Source: an optimization exercise on an open RTL-to-GDS flow (aim: small area, a short achievable clock period and few clock cycles). Production flows keep margins and buffers that such runs may drop.
In this exercise RTL edits were held to simulation tests only and were not proved equivalent to the original.
Power figures rest on the tool's default switching activity, not on a simulated workload.

run R:
==> module data_sram, before the edit <==
module data_sram
(
    input  logic                 clk,
    input  logic [MEM_WORDS-1:0] sel,
    input  strb_t                be,
    input  word_t                wd,
    output word_t                rd
);
    logic [32*MEM_WORDS-1:0] mem;
    for (genvar w = 0; w < MEM_WORDS; w++) begin : g_word
        for (genvar b = 0; b < 4; b++) begin : g_byte
            always_ff @(posedge clk)
                if (sel[w] && be[b])
                    mem[32*w + 8*b +: 8] <= wd[8*b +: 8];
        end
    end
    always_comb begin
        rd = '0;
        for (int w = 0; w < MEM_WORDS; w++)
            rd = rd | ({32{sel[w]}} & mem[32*w +: 32]);
    end
endmodule
==> module lsu_top, before the edit <==
module lsu_top
(
    input  logic      clk,
    input  logic      rst,
    input  logic      req_valid,
    input  lsu_req_t  req,
    output logic      req_ready,
    output logic      resp_valid,
    output lsu_resp_t resp
);
    logic [MEM_WORDS-1:0] sel_q;
    strb_t      be_q;
    word_t      wd_q;
    logic       v_q;
    logic       ld_q;
    logic       err_q;
    logic [1:0] off_q;
    logic [1:0] sz_q;
    logic       sgn_q;
    word_t      rd;
    word_t      load_data;
    logic       v2_q;
    logic       ld2_q;
    logic       err2_q;
    logic [1:0] off2_q;
    logic [1:0] sz2_q;
    logic       sgn2_q;
    word_t      rd_q;
    lsu_ctrl u_ctrl (
        .clk       (clk),
        .rst       (rst),
        .req_valid (req_valid),
        .req       (req),
        .req_ready (req_ready),
        .sel_q     (sel_q),
        .be_q      (be_q),
        .wd_q      (wd_q),
        .v_q       (v_q),
        .ld_q      (ld_q),
        .err_q     (err_q),
        .off_q     (off_q),
        .sz_q      (sz_q),
        .sgn_q     (sgn_q)
    );
    data_sram u_sram (
        .clk (clk),
        .sel (sel_q),
        .be  (be_q),
        .wd  (wd_q),
        .rd  (rd)
    );
    always_ff @(posedge clk) begin
        if (rst) begin
            v2_q  <= 1'b0;
            ld2_q <= 1'b0;
        end else begin
            v2_q  <= v_q;
            ld2_q <= ld_q;
        end
        err2_q <= err_q;
        off2_q <= off_q;
        sz2_q  <= sz_q;
        sgn2_q <= sgn_q;
        rd_q   <= rd;
    end
    lsu_align u_align (
        .w         (rd_q),
        .off       (off2_q),
        .sz        (sz2_q),
        .sgn       (sgn2_q),
        .ld        (ld2_q),
        .load_data (load_data)
    );
    always_ff @(posedge clk) begin
        if (rst)
            resp_valid <= 1'b0;
        else
            resp_valid <= v2_q;
        resp.rdata <= load_data;
        resp.err   <= err2_q;
    end
endmodule
==> flow/config.mk <==
export PLATFORM = sky130hd
export DESIGN_NAME = lsu_top
export DESIGN_NICKNAME = lsu_top
export VERILOG_FILES = /design/flow/design.v
export SDC_FILE = /design/flow/constraint.sdc
export NUM_CORES = 4
export LEC_CHECK = 0
export CAP_MARGIN = 20
export CORE_MARGIN = 2
export CORE_UTILIZATION = 45
export CTS_CLUSTER_DIAMETER = 100
export CTS_CLUSTER_SIZE = 30
export PLACE_DENSITY = 0.6
export SETUP_SLACK_MARGIN = 2.8
export SLEW_MARGIN = 20
==> flow/constraint.sdc <==
create_clock -name core_clock -period 5.0 [get_ports {clk}]
set_input_delay 1.0000 -clock core_clock [delete_from_list [all_inputs] [get_ports {clk}]]
set_output_delay 1.0000 -clock core_clock [all_outputs]
set_load 0.01 [all_outputs]
run.sh (not shown) runs the stock make flow with config.mk's settings and CLKGATE_MAP_FILE= SYNTH_SCRIPT=/design/flow/synth_recipe.tcl, a recipe that flattens the netlist after the stock synthesis.
Run R: no failed stages, no open violations at the end
Testbench counts of run R, summed over its fixed seeds: cycles 12,024.
What run A does differently from run R at the input level:
-- flow/design.v --
<<< run R, line 143
    input  strb_t                be,
    input  word_t                wd,
    output word_t                rd
);
    logic [32*MEM_WORDS-1:0] mem;
>>> run A, line 143
    input  strb_t                be,
    input  word_t                wd,
    output word_t                rd_lo,     
    output word_t                rd_hi      
);
    logic [32*MEM_WORDS-1:0] mem;
<<< run R, line 154
    end
    always_comb begin
        rd = '0;
        for (int w = 0; w < MEM_WORDS; w++)
            rd = rd | ({32{sel[w]}} & mem[32*w +: 32]);
    end
endmodule
>>> run A, line 155
    end
    always_comb begin
        rd_lo = '0;
        rd_hi = '0;
        for (int w = 0; w < MEM_WORDS/2; w++) begin
            rd_lo = rd_lo | ({32{sel[w]}} & mem[32*w +: 32]);
            rd_hi = rd_hi | ({32{sel[w + MEM_WORDS/2]}} & mem[32*(w + MEM_WORDS/2) +: 32]);
        end
    end
endmodule
<<< run R, line 178
    logic [1:0] sz_q;
    logic       sgn_q;
    word_t      rd;
    word_t      load_data;
    logic       v2_q;
>>> run A, line 182
    logic [1:0] sz_q;
    logic       sgn_q;
    word_t      rd_lo;
    word_t      rd_hi;
    word_t      load_data;
    logic       v2_q;
<<< run R, line 186
    logic [1:0] sz2_q;
    logic       sgn2_q;
    word_t      rd_q;
    lsu_ctrl u_ctrl (
        .clk       (clk),
>>> run A, line 191
    logic [1:0] sz2_q;
    logic       sgn2_q;
    word_t      rd_lo_q;
    word_t      rd_hi_q;
    lsu_ctrl u_ctrl (
        .clk       (clk),
<<< run R, line 208
        .be  (be_q),
        .wd  (wd_q),
        .rd  (rd)
    );
    always_ff @(posedge clk) begin
>>> run A, line 214
        .be  (be_q),
        .wd  (wd_q),
        .rd_lo (rd_lo),
        .rd_hi (rd_hi)
    );
    always_ff @(posedge clk) begin
<<< run R, line 222
        sz2_q  <= sz_q;
        sgn2_q <= sgn_q;
        rd_q   <= rd;
    end
    lsu_align u_align (
        .w         (rd_q),
        .off       (off2_q),
        .sz        (sz2_q),
>>> run A, line 229
        sz2_q  <= sz_q;
        sgn2_q <= sgn_q;
        rd_lo_q <= rd_lo;
        rd_hi_q <= rd_hi;
    end
    lsu_align u_align (
        .w         (rd_lo_q | rd_hi_q),
        .off       (off2_q),
        .sz        (sz2_q),
Notes after the runs:
Comparing run R and run A, the higher critical path depth is on run R. In run A relative to run R, sequential cell count had gone up slightly. Looking only at final cell count, and setting everything else aside, the lower value of run R and run A goes to run R. From run R to run A the numbers moved as follows: core utilization moved down, total power moved down, detailed-routed wire length on met3 moved down, area of the die level, part of the cycle the worst path needs moved down. Synthesized area per cell, run A vs run R: down by a few percent. Relative to run R, switching share of power has decreased by 1.4 points in run A. u_ctrl.sel_q[63] as the critical path startpoint was reported by run R, and u_ctrl.sel_q[30] by run A.
Testbench counts of run A, summed over its fixed seeds: cycles 12,024.

## re-timing with driven ports
No port has a modelled driver above. Below, the same layouts with a new extraction and two added sets of constraints.
Step 1 (the two cells are an assumption about what drives the block):
set clk [get_ports {clk}]
set_driving_cell -lib_cell sky130_fd_sc_hd__clkbuf_16 $clk
set_driving_cell -lib_cell sky130_fd_sc_hd__buf_2 [delete_from_list [all_inputs] $clk]
Step 2 also shifts input and output timing later by t, the mid clock arrival at the registers, as if the neighbouring blocks saw the same clock.
Three values: ideal ports, drivers, drivers and shift; two values: the first two.
| run | shift t [ns] | setup WS [ns] | worst register clock-pin slew, ns | worst slew at a driven data input, ns |
|---|---|---|---|---|
| run R | 0.833 | 2.640 / 2.640 / 2.180 | 0.12 / 0.12 | 0.07 |
| run A | 0.816 | 2.758 / 2.700 / 1.944 | 0.12 / 0.12 | 0.24 |
After both steps setup and hold are still met in every run listed. For run A, which loses most, drivers alone change the setup slack by -0.058 ns; drivers and shift together by -0.814 ns.
